What follows belongs to an exercise in optimizing a design on an open flow for small area; a production flow would make more cautious choices. Where RTL was checked, it was by simulation tests only, not by an equivalence proof against the original. For run 1, only the layout was checked, not whether the RTL still works. Power and IR drop assume default switching activity.

==> design.v <==
package mps_pkg;
    typedef logic [7:0]  t_byte;
    typedef logic [62:0] t_addr;
    localparam int ADDR_W = 63;
    localparam int CFG_DATA_W = 64;
    localparam int CFG_INDEX_W = 3;
    localparam logic [1:0] MODE_CHAR = 2'd0;
    localparam logic [1:0] MODE_NUM  = 2'd1;
    localparam logic [1:0] MODE_STR  = 2'd2;
    localparam logic [CFG_INDEX_W-1:0] REG_SCAN_MODE     = 3'd0;
    localparam logic [CFG_INDEX_W-1:0] REG_CHAR_VALUE    = 3'd1;
    localparam logic [CFG_INDEX_W-1:0] REG_NUMERIC_VALUE = 3'd2;
    localparam logic [CFG_INDEX_W-1:0] REG_PATTERN_LOW   = 3'd3;
    localparam logic [CFG_INDEX_W-1:0] REG_PATTERN_HIGH  = 3'd4;
    localparam logic [CFG_INDEX_W-1:0] REG_PATTERN_LEN   = 3'd5;
    localparam logic [CFG_INDEX_W-1:0] REG_START_ADDR    = 3'd6;
    typedef struct packed {
        logic shift;    
        logic active;   
    } t_cell_ctrl;
endpackage
module mps_cell
(
    input  logic           i_prev,
    input  mps_pkg::t_byte i_byte,
    input  mps_pkg::t_byte i_pat_byte,
    output logic           o_hit
);
    assign o_hit = i_prev && (i_byte == i_pat_byte);
endmodule
module memory_pattern_scanner
#(
    parameter int PATTERN_MAX = 16
) (
    input  logic                   i_clk,
    input  logic                   i_rst_n,
    input  logic                   i_in_valid,
    output logic                   o_in_ready,
    input  mps_pkg::t_byte             i_in_data_byte,
    input  logic                   i_in_last_byte,
    output logic                   o_out_valid,
    input  logic                   i_out_ready,
    output mps_pkg::t_addr             o_out_match_address,
    input  logic                   i_cfg_we,
    input  logic [mps_pkg::CFG_INDEX_W-1:0] i_cfg_index,
    input  logic [mps_pkg::CFG_DATA_W-1:0]  i_cfg_data
);
    logic [1:0]   r_scan_mode;
    mps_pkg::t_byte r_char_value;
    logic [6:0]   r_num_value;       
    logic [127:0] r_pattern;
    logic [3:0]   r_len_m1;          
    mps_pkg::t_addr r_start_addr;
    logic [63:0] cfg_d;
    logic [4:0]  len_in;
    logic [3:0]  len_m1_in;
    logic [6:0]  num_in;
    logic        we_mode, we_char, we_num, we_plo, we_phi, we_len, we_start;
    assign cfg_d = i_cfg_data & {64{i_rst_n}};
    assign len_in = cfg_d[4:0];
    assign len_m1_in = (len_in == 5'd0) ? 4'd0 :
                       (len_in[4])      ? 4'd15 : 4'(len_in - 5'd1);
    assign num_in = (cfg_d[31:7] == '0) ? cfg_d[6:0] : 7'd0;
    assign we_mode  = !i_rst_n || (i_cfg_we && i_cfg_index == mps_pkg::REG_SCAN_MODE);
    assign we_char  = !i_rst_n || (i_cfg_we && i_cfg_index == mps_pkg::REG_CHAR_VALUE);
    assign we_num   = !i_rst_n || (i_cfg_we && i_cfg_index == mps_pkg::REG_NUMERIC_VALUE);
    assign we_plo   = !i_rst_n || (i_cfg_we && i_cfg_index == mps_pkg::REG_PATTERN_LOW);
    assign we_phi   = !i_rst_n || (i_cfg_we && i_cfg_index == mps_pkg::REG_PATTERN_HIGH);
    assign we_len   = !i_rst_n || (i_cfg_we && i_cfg_index == mps_pkg::REG_PATTERN_LEN);
    assign we_start = !i_rst_n || (i_cfg_we && i_cfg_index == mps_pkg::REG_START_ADDR);
    always_ff @(posedge i_clk) begin
        if (we_mode)  r_scan_mode          <= cfg_d[1:0];
        if (we_char)  r_char_value         <= cfg_d[7:0];
        if (we_num)   r_num_value          <= num_in;
        if (we_plo)   r_pattern[63:0]      <= cfg_d;
        if (we_phi)   r_pattern[127:64]    <= cfg_d;
        if (we_len)   r_len_m1             <= len_m1_in;
        if (we_start) r_start_addr         <= cfg_d[mps_pkg::ADDR_W-1:0];
    end
    logic r_out_valid;
    logic accept;
    assign o_in_ready = !r_out_valid || i_out_ready;
    assign accept     = i_in_valid && o_in_ready;
    logic [PATTERN_MAX-2:0] r_part;
    logic [PATTERN_MAX-1:0] part_next;
    logic [PATTERN_MAX-1:0] part_prev;
    assign part_prev = {r_part, 1'b1};
    for (genvar j = 0; j < PATTERN_MAX; j++) begin : g_stage
        mps_cell u_cell (
            .i_prev     (part_prev[j]),
            .i_byte     (i_in_data_byte),
            .i_pat_byte (r_pattern[j*8 +: 8]),
            .o_hit      (part_next[j])
        );
    end
    logic           r_open;        
    logic [3:0]     r_wait;        
    mps_pkg::t_addr r_last_addr;   
    logic           step;
    assign step = (r_scan_mode != mps_pkg::MODE_STR) || (r_wait == 4'd0);
    logic hit;
    always_comb begin
        unique case (r_scan_mode)
            mps_pkg::MODE_CHAR: hit = (i_in_data_byte == r_char_value);
            mps_pkg::MODE_NUM:  hit = (r_num_value != '0) && (i_in_data_byte == {1'b0, r_num_value});
            mps_pkg::MODE_STR:  hit = part_next[r_len_m1];
            default:            hit = 1'b0;
        endcase
    end
    logic keep;
    assign keep = i_rst_n && !i_in_last_byte;
    always_ff @(posedge i_clk) begin
        if (!i_rst_n || accept) begin
            r_part <= part_next[PATTERN_MAX-2:0] & {(PATTERN_MAX-1){keep}};
        end
    end
    always_ff @(posedge i_clk) begin
        if (!i_rst_n) begin
            r_open <= 1'b0;
        end else if (accept) begin
            r_open <= !i_in_last_byte;
        end
    end
    always_ff @(posedge i_clk) begin
        if (accept) begin
            if (!r_open) begin
                r_wait <= r_len_m1;
            end else if (r_wait != 4'd0) begin
                r_wait <= r_wait - 4'd1;
            end
        end
    end
    logic load_start, addr_inc;
    assign load_start = accept && !r_open;
    assign addr_inc   = accept && r_open && step;
    always_ff @(posedge i_clk) begin
        if (load_start) begin
            r_last_addr <= r_start_addr;
        end else begin
            r_last_addr <= r_last_addr + mps_pkg::ADDR_W'(addr_inc);
        end
    end
    always_ff @(posedge i_clk) begin
        if (!i_rst_n) begin
            r_out_valid <= 1'b0;
        end else if (accept) begin
            r_out_valid <= hit;
        end else if (i_out_ready) begin
            r_out_valid <= 1'b0;
        end
    end
    assign o_out_valid         = r_out_valid;
    assign o_out_match_address = r_last_addr;
endmodule
==> flow/run.sh <==
#!/bin/bash
# The standard layout, with small port buffers and a clock tree of smaller
# buffers and no dummy loads. Each tool's output stays in orfs/logs; make's
# own output goes to flow_make.log here.
set -euo pipefail
export BUFFER_PORTS_ARGS="-buffer_cell sky130_fd_sc_hd__buf_1"
export CTS_ARGS="-sink_clustering_enable -repair_clock_nets -dont_use_dummy_load -buf_list sky130_fd_sc_hd__clkbuf_8"
bash standard.sh > flow_make.log 2>&1
==> standard.sh <==
#!/bin/bash
# synth_recipe.tcl (not shown) runs the flow's synth.tcl, then flattens the netlist and writes it again
# the make line also repeats each setting of config.mk as NAME=value (left out here)
make -C /OpenROAD-flow-scripts/flow DESIGN_CONFIG=/design/flow/config.mk WORK_HOME=/design/flow/orfs CLKGATE_MAP_FILE= SYNTH_SCRIPT=/design/flow/synth_recipe.tcl "${@:-finish}"
==> config.mk <==
export PLATFORM = sky130hd
export DESIGN_NAME = memory_pattern_scanner
export DESIGN_NICKNAME = memory_pattern_scanner
export VERILOG_FILES = /design/flow/design.v
export SDC_FILE = /design/flow/constraint.sdc
export NUM_CORES = 4
export LEC_CHECK = 0
export CAP_MARGIN = 20
export CORE_MARGIN = 2
export CORE_UTILIZATION = 40
export SLEW_MARGIN = 20
==> constraint.sdc <==
create_clock -name core_clock -period 8.0 [get_ports {i_clk}]
set_input_delay 1.6000 -clock core_clock [delete_from_list [all_inputs] [get_ports {i_clk}]]
set_output_delay 1.6000 -clock core_clock [all_outputs]
set_load 0.01 [all_outputs]
==> flow_summary.json, run 1 <==
{
  "crit_path_start": "i_out_ready",
  "ys_ff_latch": 296,
  "cts-buffers-inserted": 50,
  "gp_congestion": 0.808,
  "drive_gt1_share_pct": 8.13,
  "path_buf_inv": 1,
  "timing.final.crit_share_pct": 50.3,
  "io_buffers": 145,
  "antenna_left": 0,
  "reg2reg_to": "r_last_addr[32]",
  "hold_path_class": "flop to flop",
  "drt_first_pass_iters": 5,
  "power_leakage_nw": 4.94,
  "yosysTopAreaCell": "edfxtp_1",
  "path_max_fanout": 6,
  "synthCells": 1056,
  "path_delay_family": "simple AND/OR/NAND/NOR gates",
  "drt_iter0_drc": 558,
  "fin_crit_ns": 4.03,
  "ys_seq_area_share_pct": 62.7,
  "ys_warn_count": 1,
  "cp.arrival_ns": 4.45,
  "ys_top_cells_by_area": "edfxtp_1 (53%), dfxtp_1 (9.9%), xnor2_1 (8.2%)",
  "cts.clk_slew.worst_paths_ns": 0.06,
  "grt_pass1_vias": 8438,
  "avgRoutedWirePerCell_um": 19.3,
  "finalWorstSetupSlack_ns": 3.97,
  "drv_cap": 0,
  "die-area_um2": 34300,
  "grt_pass1_wl_um": 49100,
  "synth_edf_count": 231,
  "area_delta_synth_final_pct": 13.0,
  "crit_chain": "buf_1 > nand2b_1 > nand2_1 > nor3b_1 > ha_1 > ha_1 > nand3_1 > nor4_1 > nand4_1 > xor2_1 > o21ai_0",
  "ys_types": 54,
  "clk_path_buf_depth": 3,
  "r2r-start": "r_wait[0]",
  "fillers": 3007,
  "grt_max_degree": 78,
  "core_area_um2": 32500,
  "clock.fmax_mhz": 248,
  "start_kind": "primary input",
  "status": "complete, no violations",
  "r2r_slack_ns": 4.45,
  "cts_tree": "yes",
  "ir_drop_uv": 99.0,
  "cts_num_sinks": 296,
  "syn_nets": 1142,
  "cts_setup_buffers": 0,
  "grt_antenna_before_repair": 0,
  "avgSynthCellArea_um2": 12.4,
  "fin_tns_setup_ns": 0,
  "final_nets": 1306,
  "whs_ns": 0.413,
  "seq_area_um2": 8240,
  "layout_common_cells": "edfxtp_1 (231), buf_1 (144), xnor2_1 (123)",
  "dp_cells": 1610,
  "powerDensity_nw_per_um2": 232,
  "grt-ovfl-total": 0,
  "htreeDepth": 2,
  "path_class": "primary input to flop",
  "rr_worst_depth": 12,
  "die_w_um": 185,
  "cp.required_ns": 8.42,
  "crit_cells": 11,
  "cp_slowest_cell": "nor4_1",
  "tightest_slew_ns": 0.990,
  "via_count": 8396,
  "io_pins": 146,
  "worstSetupEndpoint": "r_last_addr[32]",
  "die_height_um": 185,
  "wl_um": 32000,
  "cp-end-kind": "flop",
  "viasPerCell": 5.06,
  "setup_viol": 0,
  "async_flop_share_pct": 0,
  "slew_violations": 0,
  "slew_headroom_pct": 33.4,
  "crit_top_cell": "ha_1",
  "finClkSkew_ns": 0.0683,
  "cts_resized": 0,
  "cts_hold_buf": 0,
  "cpPeakStageDelay_ns": 0.75,
  "synth_area_um2": 13100,
  "final_hold_viol_count": 0,
  "drc": 0,
  "multi_input_comb_area_um2": 4650,
  "grt_usage_pct": 18.9,
  "synth_top_area_share_pct": 52.8,
  "layout.cells.non_filler": 1660,
  "place_ws_ns": 3.38,
  "core.rowCount": 66,
  "cts_root_buf": "clkbuf_8",
  "ys_dominant_reg_cell": "edfxtp_1",
  "start_util_pct": 40.5,
  "antenna_cells": 0,
  "clk_latency_ns": 0.57,
  "final_common_cell": "edfxtp_1",
  "grt_setup_unrepaired": "no",
  "dpl.hpwl_um": 21200
}
-- power by group --
| group | switching [W] | internal (W) |
|---|---|---|
| Clock | 0.000539 | 0.000549 |
| Combinational | 0.000244 | 0.000163 |
| Sequential | 0.000112 | 0.00183 |
-- flip-flops by register name (all words and copies together), names as in the netlist, 2 cells and up --
name          flops
r_num_value       7
r_start_addr     63
r_scan_mode       2
r_char_value      8
r_len_m1          4
r_pattern       128
r_wait            4
r_last_addr      63
r_part           15
-- synthesized netlist by cell type, types with 2 or more instances --
library cell,number
a21boi_0,2
a21oi_1,8
and2_1,64
and3_1,13
and3_4,2
and4_1,5
buf_2,19
buf_6,3
clkbuf_1,26
dfxtp_1,65
edfxtp_1,231
ha_1,5
inv_1,17
mux2_2,3
mux2i_1,2
nand2_1,103
nand2b_1,6
nand3_1,38
nand4_1,27
nor2_1,37
nor3_1,31
nor3_2,7
nor3b_1,3
nor4_1,24
nor4_2,7
nor4_4,5
o211ai_1,3
o21ai_0,32
o21ai_1,34
o22ai_1,2
o31ai_1,4
or2_2,2
or4_1,2
xnor2_1,123
xor2_1,82
-- kinds of logic (layout without fill, tap and decap cells) --
kind of cell | Yosys count | after routing | synth area share, %
fa+ha+maj | 5 | 5 | 0.476
flops | 296 | 296 | 62.7
buf+inv | 66 | 228 | 2.27
simple gates | 384 | 384 | 16.4
mux | 5 | 5 | 0.409
compound gates | 95 | 95 | 4.07
xor+xnor | 205 | 205 | 13.7
-- through the flow --
stage | power, W | util [%] | area (um2)
floorplan | 0.00223 | - | 13100
global placement | 0.00238 | 43.7 | 14200
detailed placement | 0.00239 | 43.7 | 14200
CTS | 0.00348 | 45.8 | 14900
global route | 0.00359 | 45.8 | 14900
finish | 0.00344 | 45.8 | 14900
-- metal layers --
layer | GRT usage, % | share of wire (%) | vias to the layer above
met2 | 29.8 | 46 | 226
met4 | 4.76 | 1.9 | 0
met3 | 4.09 | 6.3 | 57
met1 | 26.4 | 46 | 4058
met5 | 0 | 0 | -
li1 | - | - | 4055
-- final cells by class --
class | instances | share of cell area, %
tap | 442 | 3.72
timing repair buffer | 161 | 4.48
clock buffer | 50 | 4.63
inverter | 17 | 0.429
sequential | 296 | 55.4
multi-input combinational | 694 | 31.3
-- worst min-delay path by stage --
stage / from / endpoint / cells past startpoint
2_1_floorplan: r_start_addr[10] / r_last_addr[10] / 2
6_report: r_start_addr[40] / r_last_addr[40] / 2
4_1_cts: r_start_addr[40] / r_last_addr[40] / 2
3_3_place_gp: r_start_addr[8] / r_last_addr[8] / 2
3_5_place_dp: r_start_addr[5] / r_last_addr[5] / 2
5_1_grt: r_start_addr[40] / r_last_addr[40] / 2
-- worst register-to-register path, delay by kind of cell (launching register included) --
family | cells | cell delay (ns)
AOI/OAI and AO/OA | 1 | 0.10
xor gates and xnor gates | 1 | 0.18
buffers and inverters | 1 | 0.08
adders and majority gates | 3 | 0.74
and+or+nand+nor | 6 | 1.94
DFF | 1 | 0.41
==> inputs of run 2 (changes only) <==
--- a/design.v
+++ b/design.v
@@ -125,18 +125,10 @@
         if (accept) begin
             if (!r_open) begin
-                r_wait <= r_len_m1;
-            end else if (r_wait != 4'd0) begin
-                r_wait <= r_wait - 4'd1;
+                r_wait      <= r_len_m1;
+                r_last_addr <= r_start_addr;
+            end else begin
+                if (r_wait != 4'd0) r_wait <= r_wait - 4'd1;
+                r_last_addr <= r_last_addr + mps_pkg::ADDR_W'(step);
             end
-        end
-    end
-    logic load_start, addr_inc;
-    assign load_start = accept && !r_open;
-    assign addr_inc   = accept && r_open && step;
-    always_ff @(posedge i_clk) begin
-        if (load_start) begin
-            r_last_addr <= r_start_addr;
-        end else begin
-            r_last_addr <= r_last_addr + mps_pkg::ADDR_W'(addr_inc);
         end
     end
==> run.sh (new file) <==
#!/bin/bash
# synth_recipe.tcl (not shown) runs the flow's synth.tcl, then flattens the netlist and writes it again
# the make line also repeats each setting of config.mk as NAME=value (left out here)
make -C /OpenROAD-flow-scripts/flow DESIGN_CONFIG=/design/flow/config.mk WORK_HOME=/design/flow/orfs CLKGATE_MAP_FILE= SYNTH_SCRIPT=/design/flow/synth_recipe.tcl finish
removed: flow/run.sh
removed: standard.sh
==> run 2 against run 1 <==
Via count is 0.64% lower. Setup slack lost 0.36 ns. Cell area increased by 10%. Wire length decreased by 4.9%. Clock power grew about 30%. Synthesized cell count fell by 2.8%. Combinational power up 4.9%. Fmax fell by 8.1%. Critical path depth decreased by 8. Critical endpoint is now o_in_ready. Hold slack better by 0.14 ns. Final cell count is 0.66% lower.
==> flow_summary.json, run 2 <==
{
  "core.rowCount": 67,
  "largest_register_ffs": 128,
  "comb_power_share_pct": 11.2,
  "final_common_cell": "edfxtp_1",
  "tightest_slew_ns": 0.974,
  "antenna_left": 0,
  "grt_pass1_wl_um": 47400,
  "power_leakage_nw": 5.47,
  "cts_resized": 0,
  "grt_pass1_vias": 8319,
  "cts-buffers-inserted": 31,
  "final_hold_viol_count": 0,
  "whs_ns": 0.549,
  "cts_root_buf": "clkbuf_16",
  "cts.clk_slew.worst_paths_ns": 0.06,
  "fillers": 3021,
  "ys_seq_area_share_pct": 66.0,
  "drc": 0,
  "antenna_cells": 0,
  "drv_cap": 0,
  "path_class": "primary input to output port",
  "io_buffers": 145,
  "cts_hold_buf": 0,
  "finClkSkew_ns": 0.0199,
  "drive_gt1_share_pct": 6.58,
  "drt_first_pass_iters": 4,
  "hold_path_class": "flop to flop",
  "final_nets": 1262,
  "start_kind": "primary input",
  "yosysTopAreaCell": "edfxtp_1",
  "synth_top_area_share_pct": 65.7,
  "power.internal_w": 0.00292,
  "io_pins": 146,
  "ys_warn_count": 1,
  "crit_chain": "clkdlybuf4s50_1 > nand2b_1 > clkdlybuf4s50_1",
  "avgRoutedWirePerCell_um": 18.5,
  "cp-end-kind": "output port",
  "swShare_pct": 23.4,
  "powerDensity_nw_per_um2": 232,
  "grt_max_degree": 79,
  "ir_drop_uv": 163,
  "clk_path_buf_depth": 3,
  "clockPowerShare_pct": 37.4,
  "avgSynthCellArea_um2": 13.1,
  "wl_um": 30400,
  "area_delta_synth_final_pct": 22.2,
  "cp.required_ns": 6.40,
  "grt-ovfl-total": 0,
  "dpl.hpwl_um": 20100,
  "fin_tns_setup_ns": 0,
  "path_delay_family": "buffers and inverters",
  "synth_edf_count": 294,
  "slew_violations": 0,
  "path_buf_inv": 2,
  "synthCells": 1026,
  "syn_nets": 1112,
  "cts_num_sinks": 296,
  "reg.largest.list": "r_pattern: 128 flops, r_last_addr: 63 flops, r_start_addr: 63 flops",
  "via_count": 8342,
  "p_total_w": 0.00381,
  "clk_latency_ns": 0.56,
  "cp.arrival_ns": 2.78,
  "slew_headroom_pct": 35.1,
  "die_height_um": 187,
  "grt_setup_unrepaired": "no",
  "ys_top_cells_by_count": "edfxtp_1 (294), xnor2_1 (117), nor2_1 (98), xor2_1 (88), a21oi_1 (67)",
  "grt_antenna_before_repair": 0,
  "ys_types": 49,
  "synth_area_um2": 13400,
  "path_max_fanout": 3,
  "seq_power_share_pct": 51.4,
  "cts_tree": "yes",
  "cpPeakStageDelay_ns": 0.56,
  "fin_util_pct": 49.3,
  "core_area_um2": 33300,
  "yosysMostFrequentCell": "edfxtp_1",
  "clock.fmax_mhz": 228,
  "viasPerCell": 5.06,
  "die_w_um": 187,
  "layout_common_cells": "edfxtp_1 (294), clkdlybuf4s50_1 (144), xnor2_1 (117)",
  "power_switching_w": 0.000893,
  "cp_slowest_cell": "clkdlybuf4s50_1",
  "ys_top_cells_by_area": "edfxtp_1 (66%), xnor2_1 (7.6%), xor2_1 (5.7%)",
  "ys_ff_latch": 296,
  "fin_crit_ns": 4.38,
  "gp_congestion": 0.768,
  "ys_dominant_reg_cell": "edfxtp_1",
  "grt_usage_pct": 17.3,
  "crit_top_cell": "clkdlybuf4s50_1",
  "htreeDepth": 1,
  "cts_setup_buffers": 0,
  "timing.final.crit_share_pct": 54.8,
  "status": "complete, no violations",
  "setup_viol": 0,
  "start_util_pct": 40.4,
  "die-area_um2": 35100,
  "drt_iter0_drc": 458,
  "largest_register": "r_pattern",
  "async_flop_share_pct": 0
}
run 2: changes by cell type in the layout (fill, tap and decap cells not counted), moves of 18 or more:
cell,change
buf_1,-144
clkdlybuf4s50_1,+144
dfxtp_1,-64
edfxtp_1,+63
nor2_1,+62
a21oi_1,+59
nand2_1,-55
clkbuf_8,-50
o21ai_1,-34
clkbuf_16,+31
o21ai_0,-23
nor3_1,-18
run 2: layer usage:
layer | global-route usage, % | share of wire [%] | up-vias
met4 | 3.94 | 1.6 | 0
met3 | 2.16 | 4.5 | 40
met2 | 29.9 | 49 | 193
met1 | 23.2 | 45 | 4094
li1 | - | - | 4015
met5 | 0 | 0 | -
run 2: worst reg2reg max path, cell delays in order, from the launching register on:
cell and delay [ns]:
edfxtp_1 0.42, inv_1 0.08, ha_1 0.21, nand2_1 0.08, nand2_1 0.11, ha_1 0.17
ha_1 0.23, and4_4 0.29, or4b_1 0.78, nor2_4 0.34, nand3_1 0.13, xor2_1 0.18
a21oi_1 0.08
run 2: logic make-up (layout without fill, tap and decap cells):
group                    after synthesis  after routing  share of synthesized area [%]
flip-flops                           296            296                           66.0
multiplexers                           4              4                          0.317
XOR/XNOR                             205            205                           13.4
buffers and inverters                 60            235                           1.84
adder cells (fa/ha/maj)                5              5                          0.466
AO/OA/AOI/OAI                         95             95                           3.89
AND/OR/NAND/NOR                      361            361                           14.1
run 2: path summary, 6_finish.rpt:
| check | depth (start not counted) | startpoint | slack (ns) | to |
|---|---|---|---|---|
| setup / recovery | 3 | i_out_ready | 3.62 | o_in_ready |
| hold / removal | 1 | r_start_addr[0] | 0.55 | r_last_addr[0] |
| setup reg to reg | 12 | r_wait[0] | 4.61 | r_last_addr[54] |
| hold reg to reg | 1 | r_start_addr[0] | 0.55 | r_last_addr[0] |
run 2: cell type report:
type / count / area (um2) / share of cell area [%]
clock buffers: 37 / 798 / 4.87
multi-input cells: 670 / 4350 / 26.5
inverters: 16 / 60.1 / 0.366
repair buffers: 161 / 1560 / 9.53
clock inverters: 21 / 204 / 1.24
flip-flops and latches: 296 / 8870 / 54.1
well taps: 448 / 561 / 3.42
run 2: power groups by stage:
stage	clock network, W	registers, W	logic (W)
after CTS	0.00146	0.00196	0.000434
after detailed placement	0	0.00199	0.000430
final	0.00142	0.00196	0.000427
after global placement	0	0.00199	0.000427
after floorplan	0	0.00199	0.000243
after global routing	0.00151	0.00198	0.000470
run 2: metrics by stage:
| stage | worst slack [ns] | cell area, um2 | std cells |
|---|---|---|---|
| 2_1_floorplan | 1.13 | 13400 | 1026 |
| 3_3_place_gp | 3.62 | 15400 | 1590 |
| 3_5_place_dp | 3.62 | 15400 | 1590 |
| 4_1_cts | 3.61 | 16400 | 1648 |
| 5_1_grt | 3.59 | 16400 | 1649 |
| 6_report | 3.62 | 16400 | 1649 |

[what the ideal ports hide]
In the flow no input, the clock included, has a driving cell. The finished layouts below were timed again as built, in two steps.
Step 1 assumes that a clkbuf_16 drives the clock port and a buf_2 every other input.
Step 2 moves the port delays by t, midway between the first and last clock arrival at a register: inputs arrive t later, outputs are due t later. That takes back most of the time a late clock gives input paths.
Three values: ideal, step 1, step 2; two values: the first two.
run	t, ns	slack for setup (ns)	worst setup path after step 2
run 1	0.583	3.975 / 3.995 / 3.412	input to register
run 2	0.599	3.620 / 3.597 / 3.597	input to output
After both steps every run listed still meets setup and hold. The setup slack of run 1, which loses most, moves by +0.020 ns with the drivers and by -0.563 ns with both steps.
